This design comes from an exercise in tuning for small area, a short achievable clock period and few clock cycles on the open sky130 flow, not from production work. Function was checked by simulation only, so behaviour that the tests miss may differ from the original. Power figures rest on the tool's default switching activity, not on a simulated workload.

==> design.v <==
module axi_bram2axis #(
  parameter int AXI_DATA_WIDTH      = 512,
  parameter int AXI_XFER_SIZE_WIDTH = 32,
  parameter int BRAM_ADDR_WIDTH     = 32,
  parameter int BRAM_DATA_WIDTH     = 512,
  parameter int BRAM_DELAY          = 2,
  parameter int FIFO_DEPTH          = BRAM_DELAY + 2
) (
  input  logic                           clk,
  input  logic                           rst,
  input  logic                           i_bs2a_start,
  output logic                           o_bs2a_done,
  input  logic [AXI_XFER_SIZE_WIDTH-1:0] i_bs2a_data_size_bytes,
  output logic                           o_bs2a_rden,
  output logic [BRAM_ADDR_WIDTH-1:0]     o_bs2a_rdaddr,
  input  logic [BRAM_DATA_WIDTH-1:0]     i_bs2a_rddata,
  output logic                           m_axis_tvalid,
  input  logic                           m_axis_tready,
  output logic [AXI_DATA_WIDTH-1:0]      m_axis_tdata,
  output logic                           m_axis_tlast
);
  localparam int NW = AXI_XFER_SIZE_WIDTH - 6;
  logic          done_q;    
  logic          rden_q;    
  logic          vld_q;     
  logic          last_q;    
  logic [NW-1:0] w_q;       
  logic [NW-1:0] a_q;       
  logic [NW-1:0] rem_q;     
  logic [NW-1:0] n_in, w_inc, rem_dec;
  logic          go, acc;
  assign n_in = i_bs2a_data_size_bytes[AXI_XFER_SIZE_WIDTH-1:6];
  assign go   = i_bs2a_start && (n_in != '0);
  assign acc  = vld_q && m_axis_tready;
  always_comb begin
    for (int i = 0; i < NW; i++) begin
      logic [NW-1:0] lo;
      lo         = (NW'(1) << i) - NW'(1);
      w_inc[i]   = (&(w_q | ~lo))    ? ~w_q[i]   : w_q[i];
      rem_dec[i] = (&(~rem_q | ~lo)) ? ~rem_q[i] : rem_q[i];
    end
  end
  assign o_bs2a_rden   = !done_q;
  assign o_bs2a_rdaddr = BRAM_ADDR_WIDTH'(m_axis_tready ? a_q : w_q);
  assign o_bs2a_done   = done_q;
  assign m_axis_tvalid = vld_q;
  assign m_axis_tdata  = i_bs2a_rddata;
  assign m_axis_tlast  = last_q;
  always_ff @(posedge clk) begin
    if (rst) begin
      done_q <= 1'b1;
      rden_q <= 1'b0;
      vld_q  <= 1'b0;
    end else begin
      rden_q <= o_bs2a_rden;
      vld_q  <= rden_q && !done_q && !acc;
      if (done_q) begin
        if (go) done_q <= 1'b0;
      end else if (acc && last_q) begin
        done_q <= 1'b1;
      end
    end
  end
  always_ff @(posedge clk) begin
    if (rst || done_q) begin
      w_q <= '0;
      a_q <= '0;
    end else if (acc) begin
      if (!last_q) w_q <= a_q;
    end else if (!vld_q && rden_q) begin
      a_q <= (rem_q == NW'(1)) ? w_q : w_inc;
    end
  end
  always_ff @(posedge clk) begin
    if (done_q)               rem_q <= n_in;
    else if (acc && !last_q)  rem_q <= rem_dec;
    if (!vld_q) last_q <= (rem_q == NW'(1));
  end
endmodule
==> flow/run.sh <==
#!/bin/bash
# The standard layout, with two changes: the port buffers are buf_2 cells
# instead of the resizer's default (a slow delay cell), and the control ports
# are kept together on one stretch of the bottom edge (flow/pins.tcl), next to
# the logic between them. The data ports are placed freely as before.
set -euo pipefail
export BUFFER_PORTS_ARGS="-buffer_cell sky130_fd_sc_hd__buf_2"
export PRE_IO_PLACEMENT_TCL="$PWD/flow/pins.tcl"
bash standard.sh > standard.log 2>&1
==> flow/pins.tcl <==
# Keep the control ports on one stretch of the bottom edge.
set_io_pin_constraint -region bottom:145-245 -pin_names [get_ports {
  clk rst i_bs2a_start i_bs2a_data_size_bytes* o_bs2a_done o_bs2a_rden
  o_bs2a_rdaddr* m_axis_tvalid m_axis_tready m_axis_tlast}]
==> standard.sh <==
#!/bin/bash
# synth_recipe.tcl (not shown) runs the flow's synth.tcl, then flattens the netlist and writes it again
# the make line also repeats each setting of config.mk as NAME=value (left out here)
make -C /OpenROAD-flow-scripts/flow DESIGN_CONFIG=/design/flow/config.mk WORK_HOME=/design/flow/orfs CLKGATE_MAP_FILE= SYNTH_SCRIPT=/design/flow/synth_recipe.tcl "${@:-finish}"
==> config.mk <==
export PLATFORM = sky130hd
export DESIGN_NAME = axi_bram2axis
export DESIGN_NICKNAME = axi_bram2axis
export VERILOG_FILES = /design/flow/design.v
export SDC_FILE = /design/flow/constraint.sdc
export NUM_CORES = 4
export LEC_CHECK = 0
export CAP_MARGIN = 20
export CORE_AREA = 5 5 385 385
export CTS_BUF_LIST = sky130_fd_sc_hd__clkbuf_8
export CTS_CLUSTER_DIAMETER = 100
export CTS_CLUSTER_SIZE = 50
export DIE_AREA = 0 0 390 390
export SETUP_SLACK_MARGIN = 2.5
export SLEW_MARGIN = 20
==> constraint.sdc <==
create_clock -name core_clock -period 5.0 [get_ports {clk}]
set_input_delay 1.0000 -clock core_clock [delete_from_list [all_inputs] [get_ports {clk}]]
set_output_delay 1.0000 -clock core_clock [all_outputs]
set_load 0.01 [all_outputs]
==> results of run 1 <==
how the worst min path moves through the flow:
| stage | to | slack (ps) | cells past startpoint |
|---|---|---|---|
| after detailed placement | w_q[4]$_SDFFE_PP0P_ | 460 | 2 |
| after CTS | w_q[22]$_SDFFE_PP0P_ | 470 | 2 |
| final | w_q[21]$_SDFFE_PP0P_ | 470 | 2 |
| after global placement | vld_q$_SDFF_PP0_ | 450 | 1 |
| after global routing | w_q[22]$_SDFFE_PP0P_ | 490 | 2 |
| after floorplan | w_q[25]$_SDFFE_PP0P_ | 440 | 2 |
through the flow:
step	hold WS, ps	worst slack (ps)	std cells	total power, mW	instance area, um^2
6_report	472	2410	2449	1.35	7400
5_1_grt	494	2410	2449	1.40	7400
4_1_cts	474	2410	2448	1.35	7380
3_5_place_dp	456	1230	2423	0.868	6790
3_3_place_gp	451	1300	2423	0.865	6790
2_1_floorplan	438	2490	1005	1.25	8100
state kept, by name (all words and copies together), names as in the netlist:
name    cells
last_q      1
rden_q      1
rem_q      26
vld_q       1
w_q        26
a_q        26
done_q      1
worst register-to-register path, delay by kind of cell (launching register included):
family / cells / cell delay [ps]
AO/OA/AOI/OAI: 1 / 200
XOR/XNOR: 1 / 90
buffers and inverters: 2 / 440
AND/OR/NAND/NOR: 3 / 1100
flip-flops: 1 / 450
where the power goes:
part	total, mW	switching (mW)	internal [mW]
Sequential	0.749	0.0256	0.723
Combinational	0.126	0.0728	0.0529
Clock	0.472	0.252	0.220
Total	1.35	0.350	0.996
logic make-up (layout without fill, tap and decap cells):
logic type	count (synthesis)	count (layout)	share of synthesized area, %
AOI/OAI and AO/OA	143	143	9.95
DFF	82	82	23.7
other	1	6	0.0465
xor gates and xnor gates	20	20	2.17
and+or+nand+nor	165	165	9.71
muxes	23	23	3.21
buffers and inverters	561	102	50.4
adders and majority gates	5	5	0.776
cell usage after synthesis (2+ instances only):
cell type  instances  area share [%]
xnor2_1           20             2.2
o21ai_0           62             3.8
nor4_1            10            0.78
and4_1             4            0.43
or2_2              5            0.39
and3_1             3            0.23
ha_1               5            0.78
a21oi_1           51             3.2
a21boi_0           4            0.37
dfxtp_1           55              14
a31oi_1            5            0.39
buf_4            519              48
clkbuf_1          23             1.1
nand2b_1           2            0.16
buf_2              3            0.19
nand4_1            4            0.31
nand3_1            8            0.50
nor2_1             8            0.37
edfxtp_1          27              10
nand2_1          109             5.1
buf_1              5            0.23
nor3_1             2            0.12
o31ai_1            2            0.19
o41ai_1            4            0.43
mux2_2            23             3.2
inv_1              9            0.42
a2111oi_0          6            0.65
a211oi_1           5            0.47
final cells by class:
type                       instances  area (um^2)
clock buffer                      12          165
clock inverter                     4         22.5
fill                           16900       136000
inverter                          10         41.3
multi-input combinational        362         2220
sequential                        82         1910
tap                             1903         2380
timing repair buffer              75          656
timing repair inverter             1         5.00
layer usage:
layer / global-route usage (%) / vias to the layer above / wire (um)
li1: - / 1843 / -
met1: 3.15 / 1994 / 8840
met2: 13.3 / 686 / 30700
met3: 12.4 / 201 / 21300
met4: 2.64 / 2 / 2470
met5: 0.383 / - / 39
repair_timing:
item                                    CTS  global route
pin swaps                                 3             2
hold buffers                              0             0
resized for setup                        63             3
endpoints found under the setup margin   86            30
hold endpoints to repair                  0             0
setup buffers                             5             1
gates cloned                              4             0
==> flow_metrics.tcl, run 1 <==
set metrics [dict create \
    status "complete, no violations" \
    critical_path_required_ps 4000 \
    async_reset_ff_share_pct 0 \
    timing.slew.headroom_pct 29.2 \
    clock_sinks 82 \
    synth-edff-count 27 \
    clk_latency_ps 370 \
    clk_pin_slew_ps 90 \
    crit_start "m_axis_tready" \
    yosys_register_bits 82 \
    drive_gt1_share_pct 24.0 \
    drt_iter0_drc 327 \
    synth_seq_area_share_pct 23.7 \
    critPathTopFamily "multiplexers" \
    grt_use_total_pct 7.79 \
    tightest_slew_ps 1060 \
    vias_per_cell 1.93 \
    leakage_nw 1.94 \
    cp_num_buf_inv 2 \
    avgRoutedWirePerCell_um 25.9 \
    slowest_delay_ps 320 \
    path_depth 3 \
    via_count 4726 \
    cts-buffers-inserted 9 \
    die-area_um2 152000 \
    fmax_mhz 387 \
    grt_antenna_before_repair 0 \
    synthFlopType "dfxtp_1" \
    ctsRootBufferMaster "clkbuf_8" \
    avgSynthCellArea_um2 8.06 \
    finalCritPeriodShare_pct 51.7 \
    ir_worst_vdd_v 0.0000959 \
    rows 139 \
    rsz0062_at_grt "true" \
    slew_violations 0 \
    clockBufferDepth 2 \
    start_kind "input port" \
    ys_types 45 \
    grt_pass1_wl_um 72700 \
    path_cells "buf_16, mux2_4, buf_6" \
    crit_end "o_bs2a_rdaddr[20]" \
    grt_max_degree 61 \
    worstReg2RegEnd "a_q[0]$_SDFFE_PP0P_" \
    pin_count 1096 \
    post-route-util_pct 5.16 \
    finalCriticalPeriod_ps 2590 \
    hold_path_class "reg -> reg" \
    htree_num_levels 3 \
    grt_pass1_vias 4739 \
    p_per_area_nw_per_um2 182 \
    gr-total-overflow 0 \
    ant_nets 0 \
    drt_pass1_iterations 5 \
    area_growth_pct -8.21 \
    final_nets 1094 \
    cts_tree "yes" \
    critPathMaxFanout 8 \
    place_congestion 0.729 \
    yosysWarnings 1 \
    finalClockSkew_ps 11.9 \
    final_cell_mix "108 x nand2_1, 59 x o21ai_0, 55 x dfxtp_1, 51 x a21oi_1, 34 x buf_2" \
    endpoint_kind "output pin" \
    die_w_um 390 \
    crit_arrival_ps 1590 \
    setup_viol 0 \
    r2r_cells 7 \
    synth_area_um2 8060 \
    port_buffers 59 \
    final_common_cell "nand2_1" \
    timing.rr.start "rem_q[18]$_DFFE_PP_" \
    chipHeight_um 390 \
    cap_viol_max_count 0 \
    dp_hpwl_um 57200 \
    initial_utilization_pct 5.62 \
    hp-start "a_q[21]$_SDFFE_PP0P_" \
    critPathKind "in -> out" \
    wl_um 63400 \
    timing.reg2reg.setup_slack_ps 2630 \
    cpMaxStageDelayCell "mux2_4" \
    syn-instance-count 1000 \
    coreArea_um2 143000 \
    num_antenna_cells 0 \
    drc 0 \
    hold_viol 0 \
    fin_setup_tns_ps 0 \
]
Testbench counts, summed over its fixed seeds: cycles 13,562.
==> inputs of run 2 (changes only) <==
--- a/design.v
+++ b/design.v
@@ -64,9 +64,8 @@
   always_ff @(posedge clk) begin
-    if (rst || done_q) begin
+    if (rst) begin
       w_q <= '0;
       a_q <= '0;
-    end else if (acc) begin
-      if (!last_q) w_q <= a_q;
-    end else if (!vld_q && rden_q) begin
-      a_q <= (rem_q == NW'(1)) ? w_q : w_inc;
+    end else begin
+      if (acc) w_q <= a_q;
+      if (!vld_q && rden_q && !done_q) a_q <= (rem_q == NW'(1)) ? '0 : w_inc;
     end
@@ -74,4 +73,4 @@
   always_ff @(posedge clk) begin
-    if (done_q)               rem_q <= n_in;
-    else if (acc && !last_q)  rem_q <= rem_dec;
+    if (done_q)                      rem_q <= n_in;
+    else if (!vld_q && rden_q)       rem_q <= rem_dec;
     if (!vld_q) last_q <= (rem_q == NW'(1));
==> run 2 against run 1 <==
Against the previous run:
- cell count fell by 0.82%
- first-iteration DRC count fell by 30%
- clock skew rose by 4.5 ps
- routed wire length rose by 10%
- largest cell class unchanged
- non-clock buffer count fell by 8
- global-route usage rose by 0.80 points
==> flow_metrics.tcl, run 2 <==
set metrics [dict create \
    num_antenna_cells 0 \
    place_ws_ps 1730 \
    cap_viol_max_count 0 \
    rsz0062_at_grt "true" \
    drt_iter0_drc 230 \
    endpoint_kind "output pin" \
    hold_viol 0 \
    die_w_um 390 \
    synthTopCellsByArea "buf_4 49%, dfxtp_1 14%, edfxtp_1 10%" \
    register_area_um2 1910 \
    yosys_register_bits 82 \
    coreArea_um2 143000 \
    ys_types 40 \
    tightest_slew_ps 830 \
    path_cells "buf_16, mux2_2, buf_6" \
    cpMaxStageDelayCell "mux2_2" \
    clock_sinks 82 \
    ir_worst_vdd_v 0.000127 \
    timing.slew.headroom_pct 44.6 \
    finalCritPeriodShare_pct 51.9 \
    initial_utilization_pct 5.52 \
    start_kind "input port" \
    synth_seq_area_share_pct 24.1 \
    timing.rr.start "rem_q[0]$_DFFE_PP_" \
    die-area_um2 152000 \
    synth_area_um2 7920 \
    avgSynthCellArea_um2 8.05 \
    grt_use_total_pct 8.60 \
    avgRoutedWirePerCell_um 28.7 \
    finalCriticalPeriod_ps 2590 \
    reg_top3 "a_q x26, rem_q x26, w_q x26" \
    drc 0 \
    final_nets 1074 \
    fillers 16900 \
    p_per_area_nw_per_um2 186 \
    status "complete, no violations" \
    fin_area_um2 7200 \
    yosysMostFrequentCell "buf_4" \
    ctsRootBufferMaster "clkbuf_8" \
    htree_num_levels 3 \
    slew_violations 0 \
    critical_path_required_ps 4000 \
    layout.cells.non_filler 2429 \
    synth-edff-count 27 \
    rows 139 \
    fin_setup_tns_ps 0 \
    critPathMaxFanout 7 \
    ant_nets 0 \
    cts-buffers-inserted 9 \
    area_growth_pct -9.09 \
    via_count 4414 \
    post-place-cells 2409 \
    drt_pass1_iterations 4 \
    crit_arrival_ps 1590 \
    multi_input_area_um2 2100 \
    ys_top_cells_by_count "519 x buf_4, 117 x nand2_1, 55 x dfxtp_1, 48 x o21ai_0, 38 x a21oi_1" \
    cts_tree "yes" \
    pin_count 1096 \
    critPathKind "in -> out" \
    dp_hpwl_um 64400 \
    finalClockSkew_ps 16.4 \
    hold_path_class "reg -> reg" \
    yosys.area.top_type_share_pct 49.2 \
    place_congestion 0.822 \
    slowest_delay_ps 350 \
    async_reset_ff_share_pct 0 \
    final_cell_mix "115 x nand2_1, 55 x dfxtp_1, 48 x o21ai_0, 38 x a21oi_1, 33 x buf_2" \
    leakage_nw 1.96 \
    crit_start "m_axis_tready" \
    synth_top_cell_by_area "buf_4" \
    drive_gt1_share_pct 23.4 \
    synthFlopType "dfxtp_1" \
    grt_antenna_before_repair 0 \
    fmax_mhz 386 \
    finalPower_mw 1.34 \
    grt_max_degree 62 \
    grt_pass1_wl_um 78600 \
    setup_viol 0 \
    setup_slack_ps 2410 \
    dpl_cell_area_um2 6710 \
    yosysWarnings 1 \
    syn-instance-count 984 \
    vias_per_cell 1.82 \
    clk_pin_slew_ps 90 \
    gr-total-overflow 0 \
    clk_latency_ps 370 \
    grt_pass1_vias 4338 \
    hold_buffers 0 \
    wl_um 69800 \
    clockBufferDepth 2 \
    port_buffers 59 \
    hp-start "a_q[13]$_SDFFE_PP0P_" \
    chipHeight_um 390 \
    final_common_cell "nand2_1" \
]
run 2: cell count changes in the layout (fill, tap and decap cells not counted), sizes merged, moves of 9 or more:
| cell | change |
|---|---|
| nor2 | +12 |
| xnor2 | -18 |
| o21ai | -13 |
| buf | -9 |
| nand3 | +13 |
| xor2 | +18 |
| a21oi | -10 |
run 2: area by class of cell:
class,count,share of cell area [%]
clock buffer,9,1.72
clock inverter,7,0.956
inverter,6,0.313
multi-input combinational,355,29.2
sequential,82,26.6
tap,1903,33.1
timing repair buffer,67,8.22
run 2: worst max-delay path: cells and delay by family:
family,cells,cell delay (ps)
buffers and inverters,2,230
multiplexers,1,350
run 2: worst paths after layout:
| kind | endpoint | slack, ps | depth (start not counted) |
|---|---|---|---|
| worst max-delay path | o_bs2a_rdaddr[15] | 2410 | 3 |
| worst min-delay path | a_q[13]$_SDFFE_PP0P_ | 470 | 2 |
| worst max register to register | rem_q[21]$_DFFE_PP_ | 2650 | 5 |
| worst min register to register | a_q[13]$_SDFFE_PP0P_ | 470 | 2 |
run 2: cells by family after synthesis:
logic type	after synthesis	share of synthesized area [%]
flip-flops	82	24.1
adder cells (fa/ha/maj)	5	0.790
multiplexers	26	3.70
other	1	0.0474
buffers and inverters	552	50.9
XOR/XNOR	20	2.21
AND/OR/NAND/NOR	201	11.6
AO/OA/AOI/OAI	97	6.62
run 2: where the power goes:
| group | internal (mW) | switching [mW] |
|---|---|---|
| clock | 0.230 | 0.252 |
| sequential | 0.720 | 0.0212 |
| combinational | 0.0446 | 0.0682 |
| total | 0.995 | 0.342 |
run 2: what timing repair did:
item,in CTS,in global routing
setup buffers,0,1
resized for setup,23,17
gates cloned,2,1
setup endpoints to repair,70,42
run 2: per-stage QoR:
| stage | hold slack, ps | utilization, % |
|---|---|---|
| after floorplan | 438 | - |
| after global placement | 453 | 4.68 |
| after detailed placement | 452 | 4.68 |
| after CTS | 467 | 4.93 |
| after global routing | 489 | 5.02 |
| final | 465 | 5.02 |
run 2: metal layers:
metal | global-route usage, % | vias up | wire, um
li1 | - | 1728 | -
met1 | 2.94 | 1809 | 8500
met2 | 13.6 | 740 | 32200
met3 | 16.3 | 135 | 27300
met4 | 2.46 | 2 | 1670
met5 | 0.478 | - | 103
Testbench counts of run 2, summed over its fixed seeds: cycles 13,562.
==> inputs of run 3 (changes only) <==
==> flow/run.sh (replaced) <==
#!/bin/bash
# The standard layout, with three changes:
# - the port buffers are buf_2 cells instead of the resizer's default (a slow
#   delay cell);
# - the control ports are kept together on one stretch of the bottom edge
#   (flow/pins.tcl), next to the logic between them;
# - after the standard synthesis, the read-address muxes (select m_axis_tready)
#   are rewritten as a NAND2 and an OAI21 cell (flow/nandmux2.py), a faster path from the
#   select to the output with the same function.
set -euo pipefail
export BUFFER_PORTS_ARGS="-buffer_cell sky130_fd_sc_hd__buf_2"
export PRE_IO_PLACEMENT_TCL="$PWD/flow/pins.tcl"
R=orfs/results/sky130hd/axi_bram2axis/base
bash standard.sh synth > synth.log 2>&1
python3 flow/nandmux2.py "$R/1_2_yosys.v" > nandmux.log 2>&1
rm -f "$R/1_synth.odb" "$R/1_synth.sdc"
bash standard.sh > standard.log 2>&1
==> flow/nandmux2.py (new file) <==
#!/usr/bin/env python3
"""Rewrite each 2:1 mux cell that drives a read-address output in the synthesized
netlist as a NAND2 and an OAI21 cell:
    X = S ? A1 : A0  ->  X = ~((S | ~A0) & ~(S & A1))
with ~A0 from an inverter of its own. The function is unchanged; the select
reaches the output through one or two simple gates instead of the mux cell.
Usage: nandmux2.py NETLIST (rewritten in place)."""
import re
import sys

path = sys.argv[1]
text = open(path).read()
inst = re.compile(
    r"^(\s*)sky130_fd_sc_hd__mux2_\d+\s+(\S+)\s*\(\s*"
    r"\.A0\(([^()]*)\),\s*\.A1\(([^()]*)\),\s*\.S\(([^()]*)\),\s*\.X\((o_bs2a_rdaddr\[\d+\])\)\s*\);",
    re.M,
)
wires = []
count = 0


def net(g):
    """A net name as written in a port connection; an escaped name keeps the
    space that ends it."""
    g = g.strip()
    return g + " " if g.startswith("\\") else g


def cell(ind, kind, name, pins):
    body = ",\n".join(f"{ind}  .{p}({n})" for p, n in pins)
    return f"{ind}sky130_fd_sc_hd__{kind} {name} (\n{body}\n{ind});\n"


def rewrite(m):
    global count
    ind = m.group(1)
    a0, a1, s, x = (net(g) for g in m.groups()[2:])
    k = f"nandmux_{count}"
    a0n, n1 = f"{k}_a0n", f"{k}_n1"
    wires.extend([a0n, n1])
    count += 1
    return (
        cell(ind, "inv_1", f"{k}_inv", [("A", a0), ("Y", a0n)])
        + cell(ind, "nand2_1", f"{k}_nand", [("A", s), ("B", a1), ("Y", n1)])
        + cell(ind, "o21ai_1", f"{k}_oai", [("A1", s), ("A2", a0n), ("B1", n1), ("Y", x)]).rstrip("\n")
    )


text = inst.sub(rewrite, text)
if count:
    decl = "".join(f"  wire {w};\n" for w in wires)
    head = re.search(r"^module\s+axi_bram2axis\s*\([^;]*\);\n", text, re.M)
    text = text[: head.end()] + decl + text[head.end():]
open(path, "w").write(text)
print(f"rewrote {count} muxes")
==> run 3 against run 2 <==
Against the previous run:
- clock power rose by 9.8%
- critical path type unchanged
- synthesized cell count is 5.3% higher
- core utilization up 0.086 points
- hold slack lost 2.2 ps
- total power increased by 3.9%
- combinational power hardly changed
- clock skew is 3.6 ps higher
- maximum frequency is 3.8% higher
- global-route usage is 0.91 points lower
- largest power group unchanged
- cell area grew 1.7%
- largest cell class unchanged
==> flow_metrics.tcl, run 3 <==
set metrics [dict create \
    cts_tree "yes" \
    cap_viol_max_count 0 \
    pin_count 1096 \
    clk_latency_ps 370 \
    htree_num_levels 3 \
    avgRoutedWirePerCell_um 25.4 \
    fin_setup_tns_ps 0 \
    rsz0062_at_grt "true" \
    fillers 16900 \
    slew_violations 0 \
    wl_um 63000 \
    critPathTopFamily "buffers and inverters" \
    via_count 4739 \
    endpoint_kind "output pin" \
    dp_hpwl_um 57000 \
    place_congestion 0.732 \
    hold_path_class "reg -> reg" \
    clockBufferDepth 2 \
    clk_pin_slew_ps 100 \
    finalCritPeriodShare_pct 50.0 \
    critPathMaxFanout 7 \
    ant_nets 0 \
    drive_gt1_share_pct 21.4 \
    drc 0 \
    port_buffers 59 \
    finalPower_mw 1.39 \
    critPathKind "in -> out" \
    p_per_area_nw_per_um2 190 \
    rows 139 \
    chipHeight_um 390 \
    multi_input_area_um2 2150 \
    crit_arrival_ps 1500 \
    grt_max_degree 62 \
    drt_pass1_iterations 4 \
    tightest_slew_ps 846 \
    dpl_cell_area_um2 6780 \
    fmax_mhz 400 \
    post-route-util_pct 5.10 \
    grt_pass1_wl_um 71700 \
    area_growth_pct -7.90 \
    leakage_nw 1.90 \
    register_area_um2 1910 \
    timing.slew.headroom_pct 43.6 \
    die_w_um 390 \
    slowest_delay_ps 140 \
    vias_per_cell 1.91 \
    cp_num_buf_inv 3 \
    path_cells "buf_16, buf_6, o21ai_2, buf_2" \
    fin_area_um2 7320 \
    finalCriticalPeriod_ps 2500 \
    clock_sinks 82 \
    place_ws_ps 1660 \
    grt_pass1_vias 4652 \
    setup_slack_ps 2500 \
    reg_top3 "a_q x26, rem_q x26, w_q x26" \
    final_cell_mix "142 x nand2_1, 55 x dfxtp_1, 48 x o21ai_0, 48 x buf_2, 38 x a21oi_1" \
    hold_viol 0 \
    setup_viol 0 \
    ir_worst_vdd_v 0.000176 \
    start_kind "input port" \
    num_antenna_cells 0 \
    avgSynthCellArea_um2 7.68 \
    cpMaxStageDelayCell "buf_2" \
    drt_iter0_drc 245 \
    initial_utilization_pct 5.54 \
    grt_use_total_pct 7.68 \
    ctsRootBufferMaster "clkbuf_8" \
    postCtsSetupRepairBufs 0 \
    grt_antenna_before_repair 0 \
    cts-buffers-inserted 9 \
    hold_buffers 0 \
    synth_area_um2 7950 \
    status "complete, no violations" \
    finalClockSkew_ps 20.0 \
    syn-instance-count 1036 \
    gr-total-overflow 0 \
    coreArea_um2 143000 \
    final_nets 1128 \
    yosysWarnings 1 \
    critical_path_required_ps 4000 \
    final_common_cell "nand2_1" \
    die-area_um2 152000 \
]
run 3: worst paths after layout:
check / cells past startpoint / endpoint / slack (ps) / startpoint
min reg2reg: 2 / w_q[16]$_SDFFE_PP0N_ / 460 / a_q[16]$_SDFFE_PP0P_
max reg2reg: 5 / a_q[18]$_SDFFE_PP0P_ / 2660 / rem_q[10]$_DFFE_PP_
max: 4 / o_bs2a_rdaddr[6] / 2500 / m_axis_tready
min: 2 / w_q[16]$_SDFFE_PP0N_ / 460 / a_q[16]$_SDFFE_PP0P_
run 3: tightest hold or removal path, stage by stage (launching register included):
cell     delay, ps
dfxtp_1        330
nand2_1         60
a21oi_1         50
run 3: timing repair:
item / 4_1_cts / 5_1_grt
gates cloned: 1 / 3
endpoints found under the setup margin: 70 / 40
pin swaps: 6 / 3
resized for setup: 34 / 5
run 3: final cells by class:
class                           count  share of cell area (%)
Clock buffer                       12                    2.26
Clock inverter                      4                   0.769
Inverter                           32                    1.69
Multi-Input combinational cell    381                    29.3
Sequential cell                    82                    26.1
Tap cell                         1903                    32.5
Timing Repair Buffer               69                    7.36
run 3: routing by layer:
| layer | wire (um) | GRT usage (%) | vias to the layer above | share of wire (%) |
|---|---|---|---|---|
| li1 | - | - | 1862 | - |
| met2 | 29800 | 12.7 | 715 | 47 |
| met1 | 8950 | 3.14 | 1962 | 14 |
| met4 | 2440 | 2.64 | 2 | 3.9 |
| met5 | 38 | 0.287 | - | 0.060 |
| met3 | 21800 | 12.8 | 198 | 35 |
run 3: power breakdown:
part	switching, mW	internal [mW]
clock	0.254	0.275
sequential	0.0231	0.720
combinational	0.0727	0.0433
run 3: through the flow:
step	cells	hold WS (ps)
2_1_floorplan	1041	441
3_3_place_gp	2462	457
3_5_place_dp	2463	461
4_1_cts	2480	470
5_1_grt	2483	495
6_report	2483	463
==> inputs of run 4 (changes only) <==
--- a/config.mk
+++ b/config.mk
@@ -13,3 +13,3 @@
 export DIE_AREA = 0 0 390 390
-export SETUP_SLACK_MARGIN = 2.5
+export SETUP_SLACK_MARGIN = 2.2
 export SLEW_MARGIN = 20
==> run 4 against run 3 <==
Against the previous run:
- still clean on timing, DRC and antenna
- clock power decreased by 5.3%
- clock skew decreased by 12 ps
- sequential power about the same
- die area unchanged
- first-iteration DRC count increased by 3.7%
- via count decreased by 1.6%
- sequential share of layout area increased by 1.6 points
- worst setup slack got worse by 260 ps
- maximum frequency decreased by 9.3%
- clock-buffer cell count decreased by 2
- critical endpoint is now o_bs2a_rdaddr[11]
- largest power group unchanged
==> flow_metrics.tcl, run 4 <==
set metrics [dict create \
    finalClockSkew_ps 8.13 \
    via_count 4661 \
    hold_path_class "reg -> reg" \
    drt_pass1_iterations 4 \
    drt_iter0_drc 254 \
    critPathKind "in -> out" \
    fin_setup_tns_ps 0 \
    timing.rr.start "rem_q[10]$_DFFE_PP_" \
    avgSynthCellArea_um2 7.68 \
    reg_top3 "a_q x26, rem_q x26, w_q x26" \
    cts-buffers-inserted 9 \
    p_per_area_nw_per_um2 194 \
    yosysWarnings 1 \
    wl_um 65800 \
    die-area_um2 152000 \
    syn-instance-count 1036 \
    num_antenna_cells 0 \
    gr-total-overflow 0 \
    critPathMaxFanout 54 \
    finalCriticalPeriod_ps 2750 \
    cts_tree "yes" \
    hold_viol 0 \
    fmax_mhz 363 \
    synth_area_um2 7950 \
    finalCritPeriodShare_pct 55.1 \
    dpl_cell_area_um2 6690 \
    grt_max_degree 62 \
    postCtsSetupRepairBufs 0 \
    crit_start "m_axis_tready" \
    setup_viol 0 \
    status "complete, no violations" \
    clk_pin_slew_ps 90 \
    ctsRootBufferMaster "clkbuf_8" \
    coreArea_um2 143000 \
    clk_latency_ps 370 \
    critical_path_required_ps 4000 \
    chipHeight_um 390 \
    final_nets 1122 \
    tightest_slew_ps 1030 \
    rsz0062_at_grt "false" \
    initial_utilization_pct 5.54 \
    clock_sinks 82 \
    register_area_um2 1910 \
    timing.slew.headroom_pct 31.1 \
    drive_gt1_share_pct 15.9 \
    holdWs_ps 472 \
    slew_violations 0 \
    drc 0 \
    cap_viol_max_count 0 \
    hp-start "a_q[18]$_SDFFE_PP0P_" \
    area_growth_pct -13.1 \
    ant_nets 0 \
    hold_buffers 0 \
    fin_area_um2 6910 \
    clockBufferDepth 2 \
    grt_use_total_pct 8.08 \
    grt_pass1_wl_um 74700 \
    grt_antenna_before_repair 0 \
    avgRoutedWirePerCell_um 26.6 \
    vias_per_cell 1.88 \
    port_buffers 59 \
    ir_worst_vdd_v 0.000120 \
    place_congestion 0.717 \
    dp_hpwl_um 60100 \
    start_kind "input port" \
    pin_count 1096 \
    die_w_um 390 \
    final_cell_mix "142 x nand2_1, 58 x buf_2, 55 x dfxtp_1, 48 x o21ai_0, 38 x a21oi_1" \
    final_common_cell "nand2_1" \
    finalPower_mw 1.34 \
    grt_pass1_vias 4666 \
    multi_input_area_um2 1940 \
    leakage_nw 1.77 \
    fillers 17000 \
    htree_num_levels 3 \
    post-route-util_pct 4.81 \
    rows 139 \
    crit_arrival_ps 1750 \
    endpoint_kind "output pin" \
]
run 4: critical path: stages:
cell,delay [ps]
clkbuf_8,310
nand2_1,100
o21ai_1,150
buf_2,180
run 4: per-layer routing:
| metal | track usage (%) | up-vias | routed length, um |
|---|---|---|---|
| met2 | 13.3 | 689 | 30800 |
| met5 | 0.702 | - | 140 |
| met4 | 2.52 | 6 | 2220 |
| met1 | 2.94 | 1916 | 8540 |
| li1 | - | 1844 | - |
| met3 | 14.2 | 206 | 24100 |
run 4: path summary, 6_finish.rpt:
path / endpoint / slack, ps / depth (start not counted)
setup / recovery: o_bs2a_rdaddr[11] / 2250 / 4
hold / removal: w_q[18]$_SDFFE_PP0N_ / 470 / 2
setup reg to reg: a_q[12]$_SDFFE_PP0P_ / 2500 / 5
hold reg to reg: w_q[18]$_SDFFE_PP0N_ / 470 / 2
run 4: power by group:
| part | internal (mW) | leakage, nW | total, mW | switching [mW] |
|---|---|---|---|---|
| registers | 0.720 | 0.718 | 0.741 | 0.0213 |
| logic | 0.0328 | 0.948 | 0.0995 | 0.0666 |
| clock network | 0.246 | 0.107 | 0.501 | 0.256 |
| total | 0.999 | 1.77 | 1.34 | 0.343 |
run 4: metrics by stage:
stage,setup WS [ps],std cells
finish,2250,2477
detailed placement,1790,2461
global placement,1790,2460
CTS,2240,2477
floorplan,2300,1041
global route,2200,2477
run 4: final cells by class:
type	count	share of cell area [%]
sequential	82	27.7
timing repair buffer	63	5.13
multi-input combinational	381	28.1
tap	1903	34.5
clock inverter	6	0.924
clock buffer	10	1.99
inverter	32	1.74
run 4: what timing repair did:
action                                 in CTS  in global routing
endpoints found under the hold margin       0                  0
setup endpoints to repair                  43                 18
cloned                                      0                  0
pin swaps                                   0                  0
resized for setup                           3                  2
==> inputs of run 5 (changes only) <==
--- a/flow/run.sh
+++ b/flow/run.sh
@@ -7,3 +7,3 @@
 # - after the standard synthesis, the read-address muxes (select m_axis_tready)
-#   are rewritten as a NAND2 and an OAI21 cell (flow/nandmux2.py), a faster path from the
+#   are rewritten as inverting muxes of inverted inputs (flow/mux2i.py), a faster path from the
 #   select to the output with the same function.
@@ -14,3 +14,3 @@
 bash standard.sh synth > synth.log 2>&1
-python3 flow/nandmux2.py "$R/1_2_yosys.v" > nandmux.log 2>&1
+python3 flow/mux2i.py "$R/1_2_yosys.v" > nandmux.log 2>&1
 rm -f "$R/1_synth.odb" "$R/1_synth.sdc"
==> flow/mux2i.py (new file) <==
#!/usr/bin/env python3
"""Rewrite each 2:1 mux cell that drives a read-address output in the synthesized
netlist as an inverting mux of the inverted data inputs:
    X = S ? A1 : A0  ->  X = ~(S ? ~A1 : ~A0)
with ~A0 and ~A1 from inverters of their own. The function is unchanged; the
select reaches the output through the single stage of the inverting mux.
Usage: mux2i.py NETLIST (rewritten in place)."""
import re
import sys

path = sys.argv[1]
text = open(path).read()
inst = re.compile(
    r"^(\s*)sky130_fd_sc_hd__mux2_\d+\s+(\S+)\s*\(\s*"
    r"\.A0\(([^()]*)\),\s*\.A1\(([^()]*)\),\s*\.S\(([^()]*)\),\s*\.X\((o_bs2a_rdaddr\[\d+\])\)\s*\);",
    re.M,
)
wires = []
count = 0


def net(g):
    """A net name as written in a port connection; an escaped name keeps the
    space that ends it."""
    g = g.strip()
    return g + " " if g.startswith("\\") else g


def cell(ind, kind, name, pins):
    body = ",\n".join(f"{ind}  .{p}({n})" for p, n in pins)
    return f"{ind}sky130_fd_sc_hd__{kind} {name} (\n{body}\n{ind});\n"


def rewrite(m):
    global count
    ind = m.group(1)
    a0, a1, s, x = (net(g) for g in m.groups()[2:])
    k = f"muxi_{count}"
    a0n, a1n = f"{k}_a0n", f"{k}_a1n"
    wires.extend([a0n, a1n])
    count += 1
    return (
        cell(ind, "inv_1", f"{k}_inv0", [("A", a0), ("Y", a0n)])
        + cell(ind, "inv_1", f"{k}_inv1", [("A", a1), ("Y", a1n)])
        + cell(ind, "mux2i_1", f"{k}_mux", [("A0", a0n), ("A1", a1n), ("S", s), ("Y", x)]).rstrip("\n")
    )


text = inst.sub(rewrite, text)
if count:
    decl = "".join(f"  wire {w};\n" for w in wires)
    head = re.search(r"^module\s+axi_bram2axis\s*\([^;]*\);\n", text, re.M)
    text = text[: head.end()] + decl + text[head.end():]
open(path, "w").write(text)
print(f"rewrote {count} muxes")
removed: flow/nandmux2.py
==> run 5 against run 4 <==
Against the previous run:
- global-route usage shrank 0.15 points
- non-clock buffer count unchanged
- worst setup slack got worse by 59 ps
- clock-buffer cell count stayed put
- maximum frequency down 2.1%
- register-to-register slack is essentially flat
- hold slack lost 2.4 ps
- total power rose by 2.6%
- sequential power hardly changed
- synthesized cell count did not move
- sequential cell count did not move
- highest routed layer unchanged
==> flow_metrics.tcl, run 5 <==
set metrics [dict create \
    cap_viol_max_count 0 \
    rows 139 \
    netSwitchingPower_mw 0.328 \
    pin_count 1096 \
    crit_arrival_ps 1810 \
    area_growth_pct -12.7 \
    critPathKind "in -> out" \
    grt_max_degree 62 \
    avgRoutedWirePerCell_um 26.0 \
    grt_pass1_vias 4510 \
    vias_per_cell 1.87 \
    ctsRootBufferMaster "clkbuf_8" \
    grt_pass1_wl_um 73300 \
    finalClockSkew_ps 18.0 \
    holdWs_ps 469 \
    wl_um 64300 \
    reg_top3 "a_q x26, rem_q x26, w_q x26" \
    final_common_cell "nand2_1" \
    endpoint_kind "output pin" \
    die-area_um2 152000 \
    sw_frac_of_total_pct 23.8 \
    p_per_area_nw_per_um2 195 \
    clock_sinks 82 \
    finalCritPeriodShare_pct 56.3 \
    dp_hpwl_um 59000 \
    synth_area_um2 8080 \
    coreArea_um2 143000 \
    tightest_slew_ps 827 \
    postCtsSetupRepairBufs 0 \
    die_w_um 390 \
    yosysWarnings 1 \
    slew_violations 0 \
    critical_path_required_ps 4000 \
    min_path_cells 2 \
    post-route-util_pct 4.92 \
    hold_viol 0 \
    gr-total-overflow 0 \
    leakage_nw 1.89 \
    timing.slew.headroom_pct 44.6 \
    final_cell_mix "116 x nand2_1, 59 x inv_1, 58 x buf_2, 55 x dfxtp_1, 48 x o21ai_0" \
    clockBufferDepth 2 \
    clk_latency_ps 360 \
    drc 0 \
    avgSynthCellArea_um2 7.80 \
    drive_gt1_share_pct 16.2 \
    finalCriticalPeriod_ps 2810 \
    r2r_cells 5 \
    setup_viol 0 \
    fmax_mhz 356 \
    ir_worst_vdd_v 0.000112 \
    pwr-share-comb_pct 7.4 \
    drt_pass1_iterations 4 \
    htree_num_levels 3 \
    syn-instance-count 1036 \
    pwr-share-seq_pct 53.8 \
    cts_tree "yes" \
    power_frac_clock_pct 38.8 \
    initial_utilization_pct 5.63 \
    chipHeight_um 390 \
    finalPower_mw 1.38 \
    cts-buffers-inserted 9 \
    rsz0062_at_grt "false" \
    start_kind "input port" \
    grt_antenna_before_repair 0 \
    grt_use_total_pct 7.94 \
    via_count 4625 \
    power.internal_mw 1.05 \
    num_antenna_cells 0 \
    fin_setup_tns_ps 0 \
    clk_pin_slew_ps 80 \
    ant_nets 0 \
    status "complete, no violations" \
    critPathMaxFanout 28 \
    fin_area_um2 7050 \
    hold_path_class "reg -> reg" \
    drt_iter0_drc 301 \
    dpl_cell_area_um2 6790 \
    port_buffers 59 \
    place_congestion 0.744 \
    final_nets 1122 \
]
==> run 5: power by group through the flow <==
stage	logic, mW	clock network [mW]	registers [mW]
floorplan	0.493	0	0.749
global placement	0.0995	0	0.755
detailed placement	0.101	0	0.756
CTS	0.102	0.547	0.741
global route	0.115	0.580	0.746
finish	0.102	0.534	0.741
==> run 5: worst paths after layout <==
path,start,endpoint,slack [ps]
max,m_axis_tready,o_bs2a_rdaddr[22],2190
min,a_q[1]$_SDFFE_PP0P_,w_q[1]$_SDFFE_PP0N_,470
max reg2reg,rem_q[10]$_DFFE_PP_,a_q[6]$_SDFFE_PP0P_,2510
min reg2reg,a_q[1]$_SDFFE_PP0P_,w_q[1]$_SDFFE_PP0N_,470
==> run 5: what timing repair did <==
action | in CTS | in global routing
hold buffers | 0 | 0
endpoints found under the setup margin | 42 | 18
gates resized for setup | 4 | 3
==> run 5: cell type report <==
cell class                      count  area [um^2]
Fill cell                       17000       136000
Tap cell                         1903         2380
Multi-Input combinational cell    355         1980
Sequential cell                    82         1910
Timing Repair Buffer               63          343
Inverter                           58          218
Clock buffer                       10          138
Clock inverter                      6         82.6
==> run 5: metrics by stage <==
step	setup WS, ps	instances
after detailed placement	1760	2460
final	2190	2477
after global placement	1750	2460
after floorplan	2190	1041
after CTS	2200	2476
after global routing	2200	2477
==> run 5: worst max-delay path: stages <==
cell	delay, ps
buf_8	260
mux2i_1	340
buf_2	200
==> run 5: per-layer routing <==
layer	part of all wire [%]	up-vias	wire [um]	track usage [%]
met4	3.6	6	2310	2.34
met5	0.26	-	169	0.797
met3	36	196	23000	13.6
met1	14	1941	9290	3.33
li1	-	1824	-	-
met2	46	658	29500	12.8
==> inputs of run 6 (changes only) <==
--- a/flow/run.sh
+++ b/flow/run.sh
@@ -7,3 +7,3 @@
 # - after the standard synthesis, the read-address muxes (select m_axis_tready)
-#   are rewritten as inverting muxes of inverted inputs (flow/mux2i.py), a faster path from the
+#   are rewritten as NAND2 gates (flow/nandmux.py), a faster path from the
 #   select to the output with the same function.
@@ -14,3 +14,3 @@
 bash standard.sh synth > synth.log 2>&1
-python3 flow/mux2i.py "$R/1_2_yosys.v" > nandmux.log 2>&1
+python3 flow/nandmux.py "$R/1_2_yosys.v" > nandmux.log 2>&1
 rm -f "$R/1_synth.odb" "$R/1_synth.sdc"
==> flow/nandmux.py (new file) <==
#!/usr/bin/env python3
"""Rewrite each 2:1 mux cell that drives a read-address output in the synthesized
netlist as three NAND2 cells and a shared inverter on the select:
    X = S ? A1 : A0  ->  X = nand(nand(S, A1), nand(~S, A0))
The function is unchanged; the path from the select to the output gets
shorter than through the mux cell. Usage: nandmux.py NETLIST (rewritten in place)."""
import re
import sys

path = sys.argv[1]
text = open(path).read()
inst = re.compile(
    r"^(\s*)sky130_fd_sc_hd__mux2_\d+\s+(\S+)\s*\(\s*"
    r"\.A0\(([^()]*)\),\s*\.A1\(([^()]*)\),\s*\.S\(([^()]*)\),\s*\.X\((o_bs2a_rdaddr\[\d+\])\)\s*\);",
    re.M,
)
sel_inv = {}
wires = []
count = 0


def net(g):
    """A net name as written in a port connection; an escaped name keeps the
    space that ends it."""
    g = g.strip()
    return g + " " if g.startswith("\\") else g


def rewrite(m):
    global count
    ind, name, a0, a1, s, x = (net(g) if i else g for i, g in enumerate(m.groups()))
    key = s
    if key not in sel_inv:
        k = len(sel_inv)
        sel_inv[key] = f"nandmux_seln_{k}"
        wires.append(sel_inv[key])
        inv = f"{ind}sky130_fd_sc_hd__inv_2 nandmux_inv_{k} (\n{ind}  .A({s}),\n{ind}  .Y({sel_inv[key]})\n{ind});\n"
    else:
        inv = ""
    sn = sel_inv[key]
    n1, n0 = f"nandmux_{count}_n1", f"nandmux_{count}_n0"
    wires.extend([n1, n0])
    out = (
        inv
        + f"{ind}sky130_fd_sc_hd__nand2_1 nandmux_{count}_g1 (\n{ind}  .A({s}),\n{ind}  .B({a1}),\n{ind}  .Y({n1})\n{ind});\n"
        + f"{ind}sky130_fd_sc_hd__nand2_1 nandmux_{count}_g0 (\n{ind}  .A({sn}),\n{ind}  .B({a0}),\n{ind}  .Y({n0})\n{ind});\n"
        + f"{ind}sky130_fd_sc_hd__nand2_1 nandmux_{count}_go (\n{ind}  .A({n1}),\n{ind}  .B({n0}),\n{ind}  .Y({x})\n{ind});"
    )
    count += 1
    return out


text = inst.sub(rewrite, text)
if count:
    decl = "".join(f"  wire {w};\n" for w in wires)
    # declare the new wires right after the module header
    head = re.search(r"^module\s+axi_bram2axis\s*\([^;]*\);\n", text, re.M)
    text = text[: head.end()] + decl + text[head.end():]
open(path, "w").write(text)
print(f"rewrote {count} muxes, {len(sel_inv)} select inverters")
--- a/config.mk
+++ b/config.mk
@@ -13,3 +13,3 @@
 export DIE_AREA = 0 0 390 390
-export SETUP_SLACK_MARGIN = 2.2
+export SETUP_SLACK_MARGIN = 2.7
 export SLEW_MARGIN = 20
removed: flow/mux2i.py
==> run 6 against run 5 <==
Against the previous run:
- core utilization grew 0.31 points
- critical path depth grew 2
- global-route usage grew 0.44 points
- total power shrank 4.6%
- sequential share of layout area shrank 1.6 points
- critical path type unchanged
- largest cell class unchanged
- largest power group unchanged
==> flow_metrics.tcl, run 6 <==
set metrics [dict create \
    endpoint_kind "output pin" \
    coreArea_um2 143000 \
    place_congestion 0.734 \
    ir_worst_vdd_v 0.000139 \
    port_buffers 59 \
    critical_path_required_ps 4000 \
    grt_antenna_before_repair 0 \
    timing.reg2reg.setup_slack_ps 2750 \
    wl_um 68400 \
    grt_pass1_vias 4711 \
    vias_per_cell 1.93 \
    final_cell_mix "138 x nand2_1, 54 x dfxtp_1, 48 x o21ai_0, 38 x a21oi_1, 36 x nand2_2" \
    grt_use_total_pct 8.37 \
    die-area_um2 152000 \
    htree_num_levels 3 \
    ant_nets 0 \
    finalClockSkew_ps 14.2 \
    layout.cells.non_filler 2491 \
    finalCriticalPeriod_ps 2460 \
    min_to "w_q[13]$_SDFFE_PP0N_" \
    drt_pass1_iterations 4 \
    hold_buffers 0 \
    leakage_nw 2.15 \
    start_kind "input port" \
    r2r_cells 4 \
    final_common_cell "nand2_1" \
    fin_setup_tns_ps 0 \
    rsz0062_at_grt "true" \
    post-place-cells 2463 \
    setup_viol 0 \
    tightest_slew_ps 844 \
    critPathTopFamily "buffers and inverters" \
    pin_count 1096 \
    cpMostUsedCell "nand2_4" \
    dpl_cell_area_um2 6720 \
    finalPower_mw 1.31 \
    rows 139 \
    area_growth_pct -5.43 \
    hold_viol 0 \
    reg_top3 "a_q x26, rem_q x26, w_q x26" \
    finalCritPeriodShare_pct 49.2 \
    gr-total-overflow 0 \
    avgRoutedWirePerCell_um 27.4 \
    grt_max_degree 64 \
    yosysWarnings 1 \
    num_antenna_cells 0 \
    final_nets 1136 \
    cp_num_buf_inv 3 \
    timing.rr.start "rem_q[5]$_DFFE_PP_" \
    die_w_um 390 \
    syn-instance-count 1039 \
    clockBufferDepth 2 \
    critPathKind "in -> out" \
    avgSynthCellArea_um2 7.63 \
    cpMaxStageDelayCell "buf_16" \
    crit_arrival_ps 1460 \
    clk_latency_ps 360 \
    chipHeight_um 390 \
    path_cells "buf_16, inv_12, nand2_4, nand2_4, buf_6" \
    cap_viol_max_count 0 \
    critPathMaxFanout 8 \
    drc 0 \
    grt_pass1_wl_um 77500 \
    min_path_cells 2 \
    clock_sinks 82 \
    drive_gt1_share_pct 27.7 \
    p_per_area_nw_per_um2 175 \
    cts-buffers-inserted 9 \
    fin_area_um2 7500 \
    initial_utilization_pct 5.53 \
    clk_pin_slew_ps 80 \
    slowest_delay_ps 140 \
    status "complete, no violations" \
    fmax_mhz 406 \
    timing.slew.headroom_pct 43.5 \
    synth_area_um2 7930 \
    hp-start "a_q[13]$_SDFFE_PP0P_" \
    worstReg2RegEnd "rem_q[12]$_DFFE_PP_" \
    dp_hpwl_um 61800 \
    hold_path_class "reg -> reg" \
    ctsRootBufferMaster "clkbuf_8" \
    cts_tree "yes" \
    holdWs_ps 474 \
    via_count 4800 \
    slew_violations 0 \
    drt_iter0_drc 324 \
]
==> run 6: through the flow <==
step           utilization [%]  worst slack [ps]
6_report                  5.23              2540
5_1_grt                   5.23              2520
4_1_cts                   5.16              2540
3_5_place_dp              4.69              1860
3_3_place_gp              4.69              1880
2_1_floorplan                -              2530
==> run 6: repair_timing <==
| item | in CTS | in global routing |
|---|---|---|
| setup buffers | 4 | 1 |
| pin swaps | 15 | 10 |
| setup endpoints to repair | 87 | 55 |
| cloned | 6 | 1 |
| hold endpoints to repair | 0 | 0 |
| gates resized for setup | 84 | 18 |
==> run 6: worst max path at each step <==
| stage | from | end | depth (start not counted) |
|---|---|---|---|
| 2_1_floorplan | m_axis_tready | o_bs2a_rdaddr[10] | 5 |
| 3_3_place_gp | m_axis_tready | o_bs2a_rdaddr[15] | 5 |
| 3_5_place_dp | m_axis_tready | vld_q$_SDFF_PP0_ | 3 |
| 4_1_cts | m_axis_tready | o_bs2a_rdaddr[23] | 5 |
| 5_1_grt | m_axis_tready | o_bs2a_rdaddr[6] | 5 |
| 6_report | m_axis_tready | o_bs2a_rdaddr[10] | 5 |
==> run 6: final cells by class <==
type,instances,area [um^2]
Clock buffer,10,138
Timing Repair Buffer,71,661
Tap cell,1903,2380
Sequential cell,82,1910
Multi-Input combinational cell,407,2270
Clock inverter,6,35.0
Inverter,9,70.1
Fill cell,16900,136000
Timing Repair inverter,3,32.5
==> run 6: layer usage <==
metal	global-route usage (%)	routed length [um]	up-vias
li1	-	-	1882
met1	3.28	9410	2012
met2	13.9	32400	734
met3	14.2	24200	170
met4	2.50	2240	2
met5	0.766	111	-
==> run 6: report_power, final <==
part           switching (mW)  internal (mW)  total, mW
registers              0.0225          0.720      0.743
logic                  0.0804         0.0529      0.133
clock network           0.246          0.191      0.437
==> run 6: tightest hold or removal path: stages (launching register included) <==
cell     delay (ps)
dfxtp_1         330
nand2_1          60
a21oi_1          50
==> inputs of run 7 (changes only) <==
--- a/config.mk
+++ b/config.mk
@@ -13,3 +13,3 @@
 export DIE_AREA = 0 0 390 390
-export SETUP_SLACK_MARGIN = 2.7
+export SETUP_SLACK_MARGIN = 1.8
 export SLEW_MARGIN = 20
==> run 7 against run 6 <==
Against the previous run:
- still clean
- sequential share of layout area grew 2.5 points
- core utilization down 0.46 points
- sequential cell count stayed put
- area after synthesis did not move
- non-clock buffer count is 9 lower
- clock power grew 11%
- sequential power is essentially flat
- first-iteration DRC count grew 4.0%
- global-route usage down 1.3 points
- combinational power shrank 26%
- worst setup slack worse by 460 ps
- critical path depth did not move
- critical endpoint is now o_bs2a_rdaddr[24]
- largest cell class unchanged
- largest power group unchanged
==> flow_metrics.tcl, run 7 <==
set metrics [dict create \
    timing.slew.headroom_pct 31.0 \
    reg_top3 "a_q x26, rem_q x26, w_q x26" \
    cp_num_buf_inv 3 \
    clockBufferDepth 2 \
    netSwitchingPower_mw 0.331 \
    chipHeight_um 390 \
    htree_num_levels 3 \
    coreArea_um2 143000 \
    setup_slack_ps 2080 \
    final_common_cell "nand2_1" \
    cts-buffers-inserted 9 \
    critPathTopFamily "buffers and inverters" \
    rsz0062_at_grt "false" \
    die-area_um2 152000 \
    final_cell_mix "195 x nand2_1, 58 x buf_2, 55 x dfxtp_1, 48 x o21ai_0, 38 x a21oi_1" \
    final_nets 1124 \
    syn-instance-count 1039 \
    rows 139 \
    avgRoutedWirePerCell_um 23.2 \
    status "complete, no violations" \
    path_depth 5 \
    ant_nets 0 \
    grt_max_degree 62 \
    setup_viol 0 \
    power_frac_clock_pct 36.6 \
    clock_sinks 82 \
    tightest_slew_ps 1030 \
    die_w_um 390 \
    sw_frac_of_total_pct 25.0 \
    area_growth_pct -13.8 \
    path_cells "clkbuf_4, inv_2, nand2_1, nand2_1, buf_2" \
    slew_violations 0 \
    hold_viol 0 \
    clk_latency_ps 360 \
    drt_pass1_iterations 4 \
    drive_gt1_share_pct 15.8 \
    grt_pass1_wl_um 66500 \
    timing.reg2reg.setup_slack_ps 2100 \
    postCtsSetupRepairBufs 0 \
    finalCritPeriodShare_pct 58.5 \
    drt_iter0_drc 337 \
    yosysWarnings 1 \
    via_count 4610 \
    holdWs_ps 469 \
    cpMaxStageDelayCell "clkbuf_4" \
    cpMostUsedCell "nand2_1" \
    num_antenna_cells 0 \
    grt_pass1_vias 4535 \
    hold_buffers 0 \
    power.internal_mw 0.993 \
    synth_area_um2 7930 \
    r2r_cells 5 \
    grt_antenna_before_repair 0 \
    pin_count 1096 \
    critPathKind "in -> out" \
    start_kind "input port" \
    crit_arrival_ps 1920 \
    critPathMaxFanout 31 \
    worstReg2RegEnd "a_q[6]$_SDFFE_PP0P_" \
    avgSynthCellArea_um2 7.63 \
    ctsRootBufferMaster "clkbuf_8" \
    fillers 17000 \
    ir_worst_vdd_v 0.000126 \
    place_ws_ps 1880 \
    timing.rr.start "rem_q[10]$_DFFE_PP_" \
    crit_end "o_bs2a_rdaddr[24]" \
    place_congestion 0.721 \
    port_buffers 59 \
    grt_use_total_pct 7.03 \
    hold_path_class "reg -> reg" \
    finalClockSkew_ps 10.1 \
    dp_hpwl_um 51800 \
    finalCriticalPeriod_ps 2920 \
    cap_viol_max_count 0 \
    wl_um 57400 \
    initial_utilization_pct 5.53 \
    gr-total-overflow 0 \
    fmax_mhz 342 \
    p_per_area_nw_per_um2 194 \
    endpoint_kind "output pin" \
    cts_tree "yes" \
    critical_path_required_ps 4000 \
    crit_start "m_axis_tready" \
    leakage_nw 1.92 \
    slowest_delay_ps 360 \
    pwr-share-comb_pct 7.5 \
    clk_pin_slew_ps 80 \
    vias_per_cell 1.86 \
    pwr-share-seq_pct 56.0 \
    fin_setup_tns_ps 0 \
    drc 0 \
]
-- run 7: how the worst min path moves through the flow --
stage	from	endpoint	slack [ps]	depth (start not counted)
after CTS	a_q[13]$_SDFFE_PP0P_	a_q[13]$_SDFFE_PP0P_	470	2
after global routing	a_q[21]$_SDFFE_PP0P_	w_q[21]$_SDFFE_PP0N_	490	2
final	a_q[13]$_SDFFE_PP0P_	a_q[13]$_SDFFE_PP0P_	470	2
after detailed placement	a_q[13]$_SDFFE_PP0P_	a_q[13]$_SDFFE_PP0P_	460	2
after floorplan	a_q[13]$_SDFFE_PP0P_	a_q[13]$_SDFFE_PP0P_	440	2
after global placement	a_q[1]$_SDFFE_PP0P_	w_q[1]$_SDFFE_PP0N_	450	2
-- run 7: layout make-up --
class / count / area, um^2 / share of cell area (%)
inverters: 9 / 33.8 / 0.494
flip-flops and latches: 82 / 1910 / 28.0
clock buffers: 10 / 138 / 2.01
multi-input cells: 407 / 2000 / 29.2
clock inverters: 5 / 52.6 / 0.769
well taps: 1903 / 2380 / 34.8
repair buffers: 62 / 320 / 4.69
-- run 7: power groups by stage --
stage / Combinational [mW] / Sequential (mW) / Clock (mW)
after floorplan: 0.490 / 0.749 / 0
after CTS: 0.0999 / 0.741 / 0.496
after global placement: 0.0978 / 0.755 / 0
final: 0.0990 / 0.741 / 0.484
after detailed placement: 0.0994 / 0.756 / 0
after global routing: 0.113 / 0.745 / 0.520
-- run 7: metrics by stage --
stage                     util [%]  std cells  total power [mW]  area (um^2)
after global routing          4.76       2478              1.38         6840
final                         4.76       2478              1.32         6840
after global placement        4.63       2463             0.853         6640
after CTS                     4.76       2478              1.34         6830
after floorplan                  -       1044              1.24         7950
after detailed placement      4.63       2463             0.855         6640
-- run 7: worst register-to-register path: stages, from the launching register on --
cell      delay (ps)
edfxtp_1         470
nor4_2           470
nand4_1          270
or4_1            840
nand2_1          530
o21ai_0          200
-- run 7: per-layer routing --
metal	vias up	part of all wire (%)	track usage [%]
met3	183	34	11.5
li1	1846	-	-
met2	700	44	10.8
met1	1877	16	3.26
met5	-	0.17	0.606
met4	4	5.4	3.27
-- run 7: repair_timing --
action | 4_1_cts | 5_1_grt
setup endpoints to repair | 0 | 2
resized for setup | 0 | 1
endpoints found under the hold margin | 0 | 0
==> inputs of run 8 (changes only) <==
--- a/config.mk
+++ b/config.mk
@@ -13,3 +13,3 @@
 export DIE_AREA = 0 0 390 390
-export SETUP_SLACK_MARGIN = 1.8
+export SETUP_SLACK_MARGIN = 0.0
 export SLEW_MARGIN = 20
==> run 8 against run 7 <==
Against the previous run:
- still clean
- synthesized cell count stayed put
- register-to-register slack is essentially flat
- via count rose by 0.15%
- cell area about the same
- total power is essentially flat
- sequential share of layout area is essentially flat
- area after synthesis stayed put
- die area unchanged
==> flow_metrics.tcl, run 8 <==
set metrics [dict create \
    status "complete, no violations" \
    setup_viol 0 \
    area_growth_pct -13.8 \
    finalClockSkew_ps 10.1 \
    cts_tree "yes" \
    finalCriticalPeriod_ps 3120 \
    ir_worst_vdd_v 0.000126 \
    grt_pass1_wl_um 66500 \
    power_frac_clock_pct 36.6 \
    cp_num_buf_inv 3 \
    die_w_um 390 \
    drt_iter0_drc 337 \
    grt_use_total_pct 7.03 \
    endpoint_kind "output pin" \
    cpMaxStageDelayCell "buf_2" \
    drc 0 \
    reg_top3 "a_q x26, rem_q x26, w_q x26" \
    avgSynthCellArea_um2 7.63 \
    finalCritPeriodShare_pct 62.4 \
    slowest_delay_ps 490 \
    power.internal_mw 0.993 \
    grtUsageMet2_pct 10.8 \
    grt_antenna_before_repair 0 \
    cts-buffers-inserted 9 \
    slew_violations 0 \
    grt-busiest-layer "met3" \
    cts_resized 0 \
    syn-instance-count 1039 \
    ant_nets 0 \
    rsz0062_at_grt "false" \
    yosysWarnings 1 \
    pwr-share-comb_pct 7.5 \
    htree_num_levels 3 \
    vias_per_cell 1.86 \
    num_antenna_cells 0 \
    grt_pass1_vias 4535 \
    fillers 17000 \
    met3_usage_pct 11.5 \
    fmax_mhz 320 \
    final_nets 1124 \
    dp_hpwl_um 51800 \
    via_count 4617 \
    hold_path_class "reg -> reg" \
    critPathMaxFanout 31 \
    port_buffers 59 \
    postCtsSetupRepairBufs 0 \
    clockBufferDepth 2 \
    hold_buffers 0 \
    p_per_area_nw_per_um2 194 \
    clk_latency_ps 360 \
    sw_frac_of_total_pct 25.0 \
    coreArea_um2 143000 \
    clk_pin_slew_ps 80 \
    rows 139 \
    finalPower_mw 1.32 \
    tightest_slew_ps 1030 \
    pwr-share-seq_pct 56.0 \
    gr-total-overflow 0 \
    critPathTopFamily "buffers and inverters" \
    pin_count 1096 \
    grt_util_met1_pct 3.26 \
    wl_um 57400 \
    chipHeight_um 390 \
    register_area_um2 1910 \
    hold_viol 0 \
    critPathKind "in -> out" \
    cap_viol_max_count 0 \
    path_cells "buf_2, inv_2, nand2_1, nand2_1, buf_2" \
    layout.cells.non_filler 2478 \
    leakage_nw 1.92 \
    critical_path_required_ps 4000 \
    final_cell_mix "195 x nand2_1, 59 x buf_2, 55 x dfxtp_1, 48 x o21ai_0, 38 x a21oi_1" \
    crit_arrival_ps 2120 \
    fin_setup_tns_ps 0 \
    drive_gt1_share_pct 15.8 \
    start_kind "input port" \
    multi_input_area_um2 2000 \
    avgRoutedWirePerCell_um 23.2 \
    netSwitchingPower_mw 0.331 \
    die-area_um2 152000 \
    grt_max_degree 62 \
    place_congestion 0.721 \
    post-place-cells 2463 \
    final_common_cell "nand2_1" \
    synth_area_um2 7930 \
    initial_utilization_pct 5.53 \
    clock_sinks 82 \
    drt_pass1_iterations 4 \
    timing.slew.headroom_pct 30.9 \
    ctsRootBufferMaster "clkbuf_8" \
]
==> run 8: cell types whose count changed in the layout (fill, tap and decap cells not counted) <==
cell      delta
clkbuf_4     -1
buf_2        +1
==> run 8: area by class of cell <==
class	count	area share, %
tap	1903	34.8
multi-input combinational	407	29.3
sequential	82	28.0
timing repair buffer	62	4.65
clock buffer	10	2.01
clock inverter	5	0.769
inverter	9	0.494
==> run 8: final timing paths <==
path,startpoint,to,slack (ps),cells after the start
min reg2reg,a_q[13]$_SDFFE_PP0P_,a_q[13]$_SDFFE_PP0P_,470,2
max reg2reg,rem_q[10]$_DFFE_PP_,a_q[6]$_SDFFE_PP0P_,2100,5
max,m_axis_tready,o_bs2a_rdaddr[24],1880,5
min,a_q[13]$_SDFFE_PP0P_,a_q[13]$_SDFFE_PP0P_,470,2
==> run 8: power groups by stage <==
| stage | Sequential [mW] | Combinational, mW | Clock, mW |
|---|---|---|---|
| after floorplan | 0.749 | 0.490 | 0 |
| after global placement | 0.755 | 0.0978 | 0 |
| after detailed placement | 0.756 | 0.0994 | 0 |
| after CTS | 0.741 | 0.0999 | 0.496 |
| after global routing | 0.745 | 0.112 | 0.520 |
| final | 0.741 | 0.0988 | 0.484 |
==> run 8: worst register-to-register path: cells and delay by family (launching register included) <==
family	cells	cell delay [ps]
flops	1	470
compound gates	1	200
simple gates	4	2110
==> run 8: stage by stage <==
| step | instance area [um^2] | setup WS, ps | hold slack (ps) | util (%) |
|---|---|---|---|---|
| after floorplan | 7950 | 2120 | 441 | - |
| after CTS | 6830 | 1880 | 472 | 4.76 |
| final | 6830 | 1880 | 469 | 4.76 |
| after global routing | 6830 | 1770 | 491 | 4.76 |
| after global placement | 6640 | 1860 | 452 | 4.63 |
| after detailed placement | 6640 | 1880 | 460 | 4.63 |
==> run 8: metal layers <==
metal	share of wire, %	routed length [um]
met5	0.17	100
met4	5.4	3130
met3	34	19800
met2	44	25500
met1	16	8900
==> inputs of run 9 (changes only) <==
--- a/config.mk
+++ b/config.mk
@@ -13,3 +13,3 @@
 export DIE_AREA = 0 0 390 390
-export SETUP_SLACK_MARGIN = 0.0
+export SETUP_SLACK_MARGIN = 2.5
 export SLEW_MARGIN = 20
==> run 9 against run 8 <==
Against the previous run:
- still clean
- total power grew 2.6%
- hold slack gained 1.1 ps
- non-clock buffer count grew 3
- die area is the same
- via count grew 2.6%
- largest power group unchanged
==> flow_metrics.tcl, run 9 <==
set metrics [dict create \
    final_cell_mix "152 x nand2_1, 55 x dfxtp_1, 48 x o21ai_0, 44 x buf_2, 38 x a21oi_1" \
    syn-instance-count 1039 \
    grt_antenna_before_repair 0 \
    start_kind "input port" \
    chipHeight_um 390 \
    pwr-share-comb_pct 8.5 \
    setup_viol 0 \
    finalCriticalPeriod_ps 2520 \
    final_common_cell "nand2_1" \
    wl_um 64000 \
    fin_setup_tns_ps 0 \
    dp_hpwl_um 58200 \
    drc 0 \
    grt_pass1_vias 4490 \
    avgRoutedWirePerCell_um 25.8 \
    pwr-share-seq_pct 54.7 \
    slew_violations 0 \
    r2r_cells 4 \
    cts_tree "yes" \
    critical_path_required_ps 4000 \
    yosysWarnings 1 \
    p_per_area_nw_per_um2 187 \
    fin_area_um2 7240 \
    cap_viol_max_count 0 \
    initial_utilization_pct 5.53 \
    finalClockSkew_ps 16.3 \
    netSwitchingPower_mw 0.350 \
    min_path_cells 2 \
    power.internal_mw 1.01 \
    place_congestion 0.737 \
    crit_arrival_ps 1520 \
    die-area_um2 152000 \
    post-route-util_pct 5.05 \
    critPathKind "in -> out" \
    avgSynthCellArea_um2 7.63 \
    rsz0062_at_grt "true" \
    clk_pin_slew_ps 90 \
    drive_gt1_share_pct 24.3 \
    grt_max_degree 62 \
    synth_area_um2 7930 \
    leakage_nw 2.02 \
    status "complete, no violations" \
    final_nets 1129 \
    num_antenna_cells 0 \
    dpl_cell_area_um2 6700 \
    clock_sinks 82 \
    ir_worst_vdd_v 0.000108 \
    drt_pass1_iterations 5 \
    via_count 4737 \
    vias_per_cell 1.91 \
    timing.slew.headroom_pct 27.3 \
    area_growth_pct -8.66 \
    hold_viol 0 \
    postCtsSetupRepairBufs 0 \
    tightest_slew_ps 1090 \
    htree_num_levels 3 \
    pin_count 1096 \
    drt_iter0_drc 382 \
    gr-total-overflow 0 \
    ant_nets 0 \
    hold_path_class "reg -> reg" \
    grt_use_total_pct 7.83 \
    clk_latency_ps 370 \
    critPathMaxFanout 6 \
    rows 139 \
    endpoint_kind "output pin" \
    cts-buffers-inserted 9 \
    ctsRootBufferMaster "clkbuf_8" \
    reg_top3 "a_q x26, rem_q x26, w_q x26" \
    fillers 17000 \
    die_w_um 390 \
    power_frac_clock_pct 36.8 \
    port_buffers 59 \
    coreArea_um2 143000 \
    finalCritPeriodShare_pct 50.5 \
    grt_pass1_wl_um 72500 \
    clockBufferDepth 2 \
    sw_frac_of_total_pct 25.7 \
    fmax_mhz 396 \
]
-- run 9: cell types whose count changed in the layout (fill, tap and decap cells not counted), moves of 3 or more --
cell and change:
buf_2 -15, buf_6 +14, inv_2 -3, inv_6 +3, nand2_1 -43, nand2_2 +36
nand2_4 +7
-- run 9: layout make-up --
type                    count  area, um^2  share of cell area, %
clock buffers              10         138                   1.90
clock inverters             6        65.1                  0.898
inverters                   9        70.1                  0.967
multi-input cells         407        2150                   29.7
flip-flops and latches     82        1910                   26.4
well taps                1903        2380                   32.9
repair buffers             65         505                   6.98
repair inverters            2        17.5                  0.242
-- run 9: per-layer routing --
metal | wire length, um | vias up | track usage (%) | part of all wire (%)
met5 | 42 | - | 0.574 | 0.066
met4 | 2080 | 2 | 2.37 | 3.3
met3 | 22700 | 184 | 13.4 | 36
met2 | 29600 | 708 | 12.6 | 46
met1 | 9560 | 1973 | 3.33 | 15
li1 | - | 1870 | - | -
-- run 9: final timing paths --
check / end / start / slack (ps)
hold reg to reg: a_q[13]$_SDFFE_PP0P_ / a_q[13]$_SDFFE_PP0P_ / 470
setup / recovery: o_bs2a_rdaddr[21] / m_axis_tready / 2480
setup reg to reg: rem_q[11]$_DFFE_PP_ / rem_q[0]$_DFFE_PP_ / 2650
hold / removal: a_q[13]$_SDFFE_PP0P_ / a_q[13]$_SDFFE_PP0P_ / 470
-- run 9: metrics by stage --
stage / power, mW / setup slack (ps) / hold slack [ps] / instances
finish: 1.36 / 2480 / 470 / 2484
global route: 1.42 / 2440 / 497 / 2484
CTS: 1.36 / 2460 / 472 / 2480
detailed placement: 0.856 / 1950 / 459 / 2463
global placement: 0.854 / 1920 / 452 / 2463
floorplan: 1.24 / 2510 / 441 / 1044
-- run 9: worst max-delay path, cell delays in order --
cell      delay (ps)
buf_16           150
clkinv_8          80
nand2_1           70
nand2_2           80
buf_2            140
-- run 9: what timing repair did --
item,CTS,global route
gates resized for setup,34,26
pin swaps,2,8
hold buffers,0,0
endpoints found under the setup margin,71,44
cloned,1,4
-- run 9: power groups by stage --
stage	clock network, mW	logic (mW)	registers (mW)
after floorplan	0	0.494	0.749
after global placement	0	0.0991	0.755
after detailed placement	0	0.100	0.755
after CTS	0.512	0.109	0.740
after global routing	0.542	0.128	0.747
final	0.500	0.116	0.743

static timing again, ports no longer ideal:
No port has a modelled driver above. Below, the same layouts with a new extraction and two added sets of constraints. Step 1 assumes that a clkbuf_16 drives the clock port and a buf_2 every other input. Step 2, shift: input delay + t, output delay - t, t = (earliest + latest rising clock arrival at the registers) / 2. This alone moves slack from input paths to output paths. Three values: no drivers, after step 1, after step 2; two values: the first two.
run | shift t [ns] | setup slack, ns | worst slew at a driven data input, ns | cell pins on the clock port's net
run 1 | 0.402 | 2.415 / 2.119 / 1.944 | 0.36 | 1
run 2 | 0.398 | 2.406 / 2.123 / 2.123 | 0.36 | 1
run 3 | 0.393 | 2.502 / 2.184 / 2.184 | 0.39 | 1
run 4 | 0.397 | 2.246 / 2.206 / 2.206 | 0.36 | 1
run 5 | 0.389 | 2.187 / 2.133 / 2.133 | 0.37 | 1
run 6 | 0.386 | 2.539 / 2.220 / 2.220 | 0.37 | 1
run 7 | 0.381 | 2.076 / 2.051 / 2.051 | 0.35 | 1
run 8 | 0.381 | 1.878 / 1.855 / 1.855 | 0.35 | 1
run 9 | 0.393 | 2.476 / 2.206 / 2.206 | 0.39 | 1
After both steps setup and hold are still met in every run listed. The setup slack of run 1, which loses most, moves by -0.296 ns with the drivers and by -0.471 ns with both steps.
